Source: an optimization exercise on an open RTL-to-GDS flow (aim: small area and a short achievable clock period). Production flows keep margins and buffers that such runs may drop.
RTL that was checked went through simulation tests only; none was proved equivalent to the original.
Power and IR drop assume default switching activity.

// alu_32
module alu_32
(
  input  logic              clk,
  input  logic              rst,
  input  logic [2:0]        ALU_OP,
  input  logic [alu_32_pkg::DATA_W-1:0] A,
  input  logic [alu_32_pkg::DATA_W-1:0] B,
  input  logic              C_I,
  output logic [alu_32_pkg::DATA_W-1:0] R,
  output logic              C_O
);
clock: 11.0 ns
lec_check: 0
cap_margin: 20
core_margin: 2
core_utilization: 40
setup_slack_margin: 3.5
slew_margin: 20
synth_hierarchical: 1
synth_minimum_keep_size: 0
tns_end_percent: 0
standard.sh (not shown) runs the stock make flow with config.mk's settings and CLKGATE_MAP_FILE= SYNTH_SCRIPT=/design/flow/synth_recipe.tcl, a recipe that flattens the netlist after the stock synthesis.
==> flow/flow/run.sh <==
#!/bin/bash
# Layout flow: the standard synthesis, then every combinational cell set to the
# smallest drive of its family (the layout's repair steps size up again where
# timing, slew or capacitance need it), then the standard layout steps with
# small port buffers. Each step's full output goes to a log file here.
set -euo pipefail
R=$PWD/orfs/results/$FLOW_PLATFORM/alu_32/base
LIB=$FLOW_HOME/platforms/$FLOW_PLATFORM/lib/sky130_fd_sc_hd__tt_025C_1v80.lib
EXTRA=()
[[ -f flow/extra.txt ]] && mapfile -t EXTRA < <(grep -v '^#' flow/extra.txt | grep .)
bash standard.sh "${EXTRA[@]}" "$R/1_2_yosys.v" > synth.log 2>&1
cp "$R/1_2_yosys.v" yosys_std.v
python3 flow/downsize.py "$LIB" yosys_std.v "$R/1_2_yosys.v" > downsize.log 2>&1
bash standard.sh "${EXTRA[@]}" finish > layout.log 2>&1
Other scripts of this flow, unchanged in this note and not shown: flow/flow/downsize.py, flow/flow/extra.txt
Then changed:
--- a/flow/config.mk
+++ b/flow/config.mk
@@ -9,5 +9,5 @@
 export CORE_MARGIN = 2
 export CORE_UTILIZATION = 40
-export SETUP_SLACK_MARGIN = 3.5
+export SETUP_SLACK_MARGIN = 3
 export SLEW_MARGIN = 20
 export SYNTH_HIERARCHICAL = 1
Total power fell by 11%.
Non-clock buffer count fell by 77.
Clock-buffer cell count stays the same.
Design area fell by 8.8%.
Utilization fell by 4.3 points.
Sequential power hardly moves.
Sequential cell count stays the same.
Via count fell by 3.4%.
Synthesized cell count does not change.
Then changed:
--- a/flow/config.mk
+++ b/flow/config.mk
@@ -9,5 +9,5 @@
 export CORE_MARGIN = 2
 export CORE_UTILIZATION = 40
-export SETUP_SLACK_MARGIN = 3
+export SETUP_SLACK_MARGIN = 3.25
 export SLEW_MARGIN = 20
 export SYNTH_HIERARCHICAL = 1
What happened: Core utilization is higher by 1.4 points; fmax goes up by 2.1%; global-route usage increases by 0.10 points; combinational power went up by about 2%; via count rose by 0.87%; design area rises by 3.0%; non-clock buffer count rose by 21.
Then changed:
--- a/flow/config.mk
+++ b/flow/config.mk
@@ -9,5 +9,5 @@
 export CORE_MARGIN = 2
 export CORE_UTILIZATION = 40
-export SETUP_SLACK_MARGIN = 3.25
+export SETUP_SLACK_MARGIN = 5
 export SLEW_MARGIN = 20
 export SYNTH_HIERARCHICAL = 1
What happened: The changed run produced a clean layout; core utilization goes up by 1.6 points; sequential share of layout area goes down by 0.13 points; sequential power hardly moves; maximum frequency goes up by 1.4%.

========
alpha:
alu_32, a different RTL version from the one above (not shown whole).
Size in the first run: ~14000 um2 of cells after synthesis.
export LEC_CHECK = 0
export CAP_MARGIN = 20
export CORE_MARGIN = 2
export CORE_UTILIZATION = 40
export SETUP_SLACK_MARGIN = 1.5
export SLEW_MARGIN = 20
export SYNTH_HIERARCHICAL = 1
export SYNTH_MINIMUM_KEEP_SIZE = 0
create_clock -name core_clock -period 11.0 [get_ports {clk}]
==> flow/flow/downsize.py <==
#!/usr/bin/env python3
"""Rewrite a mapped netlist so each combinational cell uses the smallest-area
variant of its cell family (same name without the _N drive suffix, same pins).
Flip-flops are left alone. The layout's repair steps upsize again where timing,
slew or capacitance need it.
usage: downsize.py LIBERTY NETLIST_IN NETLIST_OUT [dont_use ...]"""
import re
import sys

lib, src, dst = sys.argv[1:4]
dont = set(sys.argv[4:])
area = {}
pins = {}
cur = None
for line in open(lib):
    m = re.match(r'\s*cell\s*\(\s*"?([\w]+)"?\s*\)', line)
    if m:
        cur = m.group(1)
        pins[cur] = set()
        continue
    m = re.match(r'\s*area\s*:\s*([\d.]+)', line)
    if m and cur and cur not in area:
        area[cur] = float(m.group(1))
    m = re.match(r'\s*pin\s*\(\s*"?(\w+)"?\s*\)', line)
    if m and cur:
        pins[cur].add(m.group(1))

fam = {}
for c in area:
    m = re.match(r'(sky130_fd_sc_hd__\w+?)_(\d+)$', c)
    if m and c not in dont:
        fam.setdefault(m.group(1), []).append(c)

seq = re.compile(r'sky130_fd_sc_hd__(df|dl|sdf|edf|lpflow|probe|clkdly|dly|tap|fill|decap|conb)')
best = {}
for f, cs in fam.items():
    if seq.match(f):
        continue
    for c in cs:
        cands = [x for x in cs if pins[x] == pins[c]]
        best[c] = min(cands, key=lambda x: (area[x], x))

txt = open(src).read()
count = {}


def sub(m):
    c = m.group(1)
    b = best.get(c, c)
    if b != c:
        count[(c, b)] = count.get((c, b), 0) + 1
    return b + m.group(2)


txt = re.sub(r'\b(sky130_fd_sc_hd__\w+)(\s+[\\\w$.\[\]]+\s*\()', sub, txt)
open(dst, 'w').write(txt)
for (c, b), n in sorted(count.items()):
    print(f"{n:5d} {c} -> {b}")
==> flow/flow/extra.txt <==
# extra ORFS make variables, one per line
BUFFER_PORTS_ARGS=-buffer_cell sky130_fd_sc_hd__buf_2
REMOVE_ABC_BUFFERS=1
Scripts as last shown in full above: flow/flow/run.sh
Input changes introduced in beta (baseline for comparison: alpha):
- SETUP_SLACK_MARGIN removed (was 1.5)
==> flow/flow/extra.txt <==
# extra ORFS make variables, one per line
BUFFER_PORTS_ARGS=-buffer_cell sky130_fd_sc_hd__buf_2
==> comparison <==
Static leakage came out higher on beta than on alpha. Total wire length: beta > alpha. [compare] base=alpha new=beta: maximum number of pins on one net before global-route repair went up by 27%; period utilization increased 3.2 points; all-layer global routing usage went up by 0.18 points. On routed length on met3: between beta and alpha, it ends up lower for beta. The die area was comparable across beta and alpha.
Function was not checked in any run of this note: the RTL went through the layout flow alone.

[static timing again, ports no longer ideal]
No port has a modelled driver above. Below, the same layouts with a new extraction and two added sets of constraints. Step 1: set_driving_cell puts a clkbuf_16 on clk and a buf_2 on each other input, an assumption about the parent block. Step 2 moves the port delays by t, midway between the first and last clock arrival at a register: inputs arrive t later, outputs are due t later. That takes back most of the time a late clock gives input paths. a / b / c = ideal / step 1 / step 2; a / b = the first two.
run	shift t [ns]	setup WS [ns]	latest minus earliest clock arrival (ns)	pins driven straight from the clock port
the first run of note 1	0.322	3.516 / 3.412 / 3.091	0.013 / 0.013	1
the second run of note 1	0.322	3.255 / 3.243 / 2.922	0.014 / 0.013	1
the third run of note 1	0.321	3.414 / 3.275 / 2.955	0.013 / 0.013	1
the fourth run of note 1	0.321	3.517 / 3.399 / 3.079	0.013 / 0.013	1
alpha	0.339	1.900 / 1.918 / 1.580	0.009 / 0.009	1
beta	0.311	1.544 / 1.549 / 1.238	0.009 / 0.009	1
After both steps every run listed still meets setup and hold. For the third run of note 1, which loses most, drivers alone change the setup slack by -0.139 ns; drivers and shift together by -0.459 ns.
